This is an optimization exercise on Yosys and OpenROAD, whose aim is small area, not a production implementation.
The RTL was checked by simulation tests, not by an equivalence proof against the original design.
Power is estimated from default activity; no workload was simulated.

== run 1 ==
==> flow/design.v (excerpt) <==
module dmem_responder (
   input  logic        clk,
   input  logic        rst,
   input  logic [15:0] mem_access_addr,
   input  logic [15:0] mem_write_data,
   input  logic        mem_write_en,
   input  logic        mem_read_en,
   output logic [15:0] mem_read_data,
   output logic        init_busy,
   output logic        wbuf_full,
   output logic [2:0]  wbuf_count,
   output logic        wbuf_overflow
);
   logic        run_q;
   logic [7:0]  clear_ptr_q;
   logic [2:0]  count_q;
   logic        overflow_q;
   logic        cleared_q;
   logic        pend_v_q;
   logic [7:0]  pend_addr_q;
   logic [15:0] pend_data_q;
   logic [15:0] mem_q [256];
   logic [7:0]  addr;
   logic        is_read, full, drain, enq, drop;
   assign addr    = mem_access_addr[7:0];
   assign is_read = mem_read_en & ~mem_write_en;
   assign full    = count_q[2];
   assign drain   = run_q && (count_q != 3'd0) && !is_read;
   assign enq     = mem_write_en && (!full || drain);
   assign drop    = mem_write_en && full && !drain;
   always_ff @(posedge clk or negedge rst) begin
      if (!rst) begin
         run_q       <= 1'b0;
         clear_ptr_q <= '0;
         count_q     <= '0;
         overflow_q  <= 1'b0;
         cleared_q   <= 1'b0;
         pend_v_q    <= 1'b0;
      end else begin
         if (!run_q) begin
            clear_ptr_q <= clear_ptr_q + 1'b1;
            if (clear_ptr_q == 8'hFF) run_q <= 1'b1;
         end
         if (enq && !drain) count_q <= count_q + 1'b1;
         else if (!enq && drain) count_q <= count_q - 1'b1;
         if (drop) overflow_q <= 1'b1;
         cleared_q <= 1'b1;
         pend_v_q  <= enq;
      end
   end
  ...
Size in the first run: about 4100 flip-flops, roughly 58 I/O pins, roughly 140000 um^2 of cells after synthesis.
==> flow/config.mk <==
export PLATFORM = sky130hd
export DESIGN_NAME = dmem_responder
export DESIGN_NICKNAME = dmem_responder
export VERILOG_FILES = /design/flow/design.v
export SDC_FILE = /design/flow/constraint.sdc
export NUM_CORES = 4
export LEC_CHECK = 0
export CAP_MARGIN = 20
export CORE_MARGIN = 2
export CORE_UTILIZATION = 40
export CTS_BUF_LIST = sky130_fd_sc_hd__clkbuf_8
export CTS_CLUSTER_DIAMETER = 50
export CTS_CLUSTER_SIZE = 16
export SLEW_MARGIN = 20
export SYNTH_HIERARCHICAL = 1
==> flow/constraint.sdc <==
create_clock -name core_clock -period 10.0 [get_ports {clk}]
set_input_delay 2.0000 -clock core_clock [delete_from_list [all_inputs] [get_ports {clk}]]
set_output_delay 2.0000 -clock core_clock [all_outputs]
set_load 0.01 [all_outputs]
run.sh (not shown) runs the stock make flow with config.mk's settings and CLKGATE_MAP_FILE= SYNTH_SCRIPT=/design/flow/synth_recipe.tcl, a recipe that flattens the netlist after the stock synthesis.
Edits applied to the flow inputs when going from run 1 to run 2:
==> flow/flow/run.sh (new file) <==
#!/bin/bash
set -euo pipefail
export CTS_ARGS="-sink_clustering_enable -repair_clock_nets -sink_clustering_size 16 -sink_clustering_max_diameter 50 -buf_list sky130_fd_sc_hd__clkbuf_8 -dont_use_dummy_load"
bash standard.sh > standard.log 2>&1
==> flow/standard.sh (new file) <==
#!/bin/bash
# synth_recipe.tcl (not shown) runs the flow's synth.tcl, then flattens the netlist and writes it again
# the make line also repeats each setting of config.mk as NAME=value (left out here)
make -C /OpenROAD-flow-scripts/flow DESIGN_CONFIG=/design/flow/config.mk WORK_HOME=/design/flow/orfs CLKGATE_MAP_FILE= SYNTH_SCRIPT=/design/flow/synth_recipe.tcl "${@:-finish}"
removed: flow/run.sh
--- outcome ---
Taking run 1 as the reference point, the post-route standard cell area excluding fillers of run 2 falls by 2.1%.
Re fraction of the cycle the final worst path needs: run 1 was lower than run 2.
On run 2: reg-to-reg setup timing slack is 0.05 ns higher than what run 1 gave.
Lower fraction of standard cell area in multi-input logic among run 1 and run 2: run 1
Run 2 ends up with a number of antenna diodes that is about 12% higher than in run 1.
Run 2 vs run 1 — worst setup slack dropped 0.049 ns.
Inputs modified between run 2 and run 3:
- a change of CORE_UTILIZATION from 40 to 30
- an added PLACE_DENSITY of 0.45
==> flow/run.sh (new file) <==
#!/bin/bash
# synth_recipe.tcl (not shown) runs the flow's synth.tcl, then flattens the netlist and writes it again
# the make line also repeats each setting of config.mk as NAME=value (left out here)
make -C /OpenROAD-flow-scripts/flow DESIGN_CONFIG=/design/flow/config.mk WORK_HOME=/design/flow/orfs CLKGATE_MAP_FILE= SYNTH_SCRIPT=/design/flow/synth_recipe.tcl finish
removed: flow/flow/run.sh
removed: flow/standard.sh
Results
Run 3: full flow OK, the timing, design-rule and antenna checks passed. Summary of run 3 over run 2: met1 track demand over resource in global routing shrank by 5.1 points, initial antenna violation count has increased, sum of met2 wire segment lengths after detailed routing grew by about 8%, first-pass GRT wire length +about 10%, clock network latency to the later pin of the worst-skew pair picked up an extra 0.06 ns. Total power of run 3 is higher than that of run 2. On register-to-register slack, the higher figure sits with run 3, not run 2. clkdlybuf4s50_1 as the highest-delay cell along the critical path was reported by run 2, and a222oi_1 by run 3.

## port drivers added, routing unchanged
The results above use ideal ports. As a check the final layouts listed here were re-extracted and re-timed, cells and wires unchanged.
Step 1 (the two cells are an assumption about what drives the block):
set clk [get_ports {clk}]
set_driving_cell -lib_cell sky130_fd_sc_hd__clkbuf_16 $clk
set_driving_cell -lib_cell sky130_fd_sc_hd__buf_2 [delete_from_list [all_inputs] $clk]
Step 2 moves the port delays by t, midway between the first and last clock arrival at a register: inputs arrive t later, outputs are due t later. That takes back most of the time a late clock gives input paths.
Slacks: ideal ports / drivers / drivers and shift; pairs: ideal ports / drivers.
| run | shift t [ns] | setup WS [ns] | hold slack, ns |
|---|---|---|---|
| run 1 | 1.195 | 0.200 / 0.117 / 0.117 | 0.478 / 0.478 / 0.478 |
| run 2 | 1.142 | 0.151 / 0.070 / 0.070 | 0.474 / 0.474 / 0.474 |
| run 3 | 1.248 | 0.227 / 0.198 / 0.198 | 0.479 / 0.479 / 0.479 |
After both steps setup and hold are still met in every run listed. The setup slack of run 1, which loses most, moves by -0.083 ns with the drivers and by -0.083 ns with both steps.
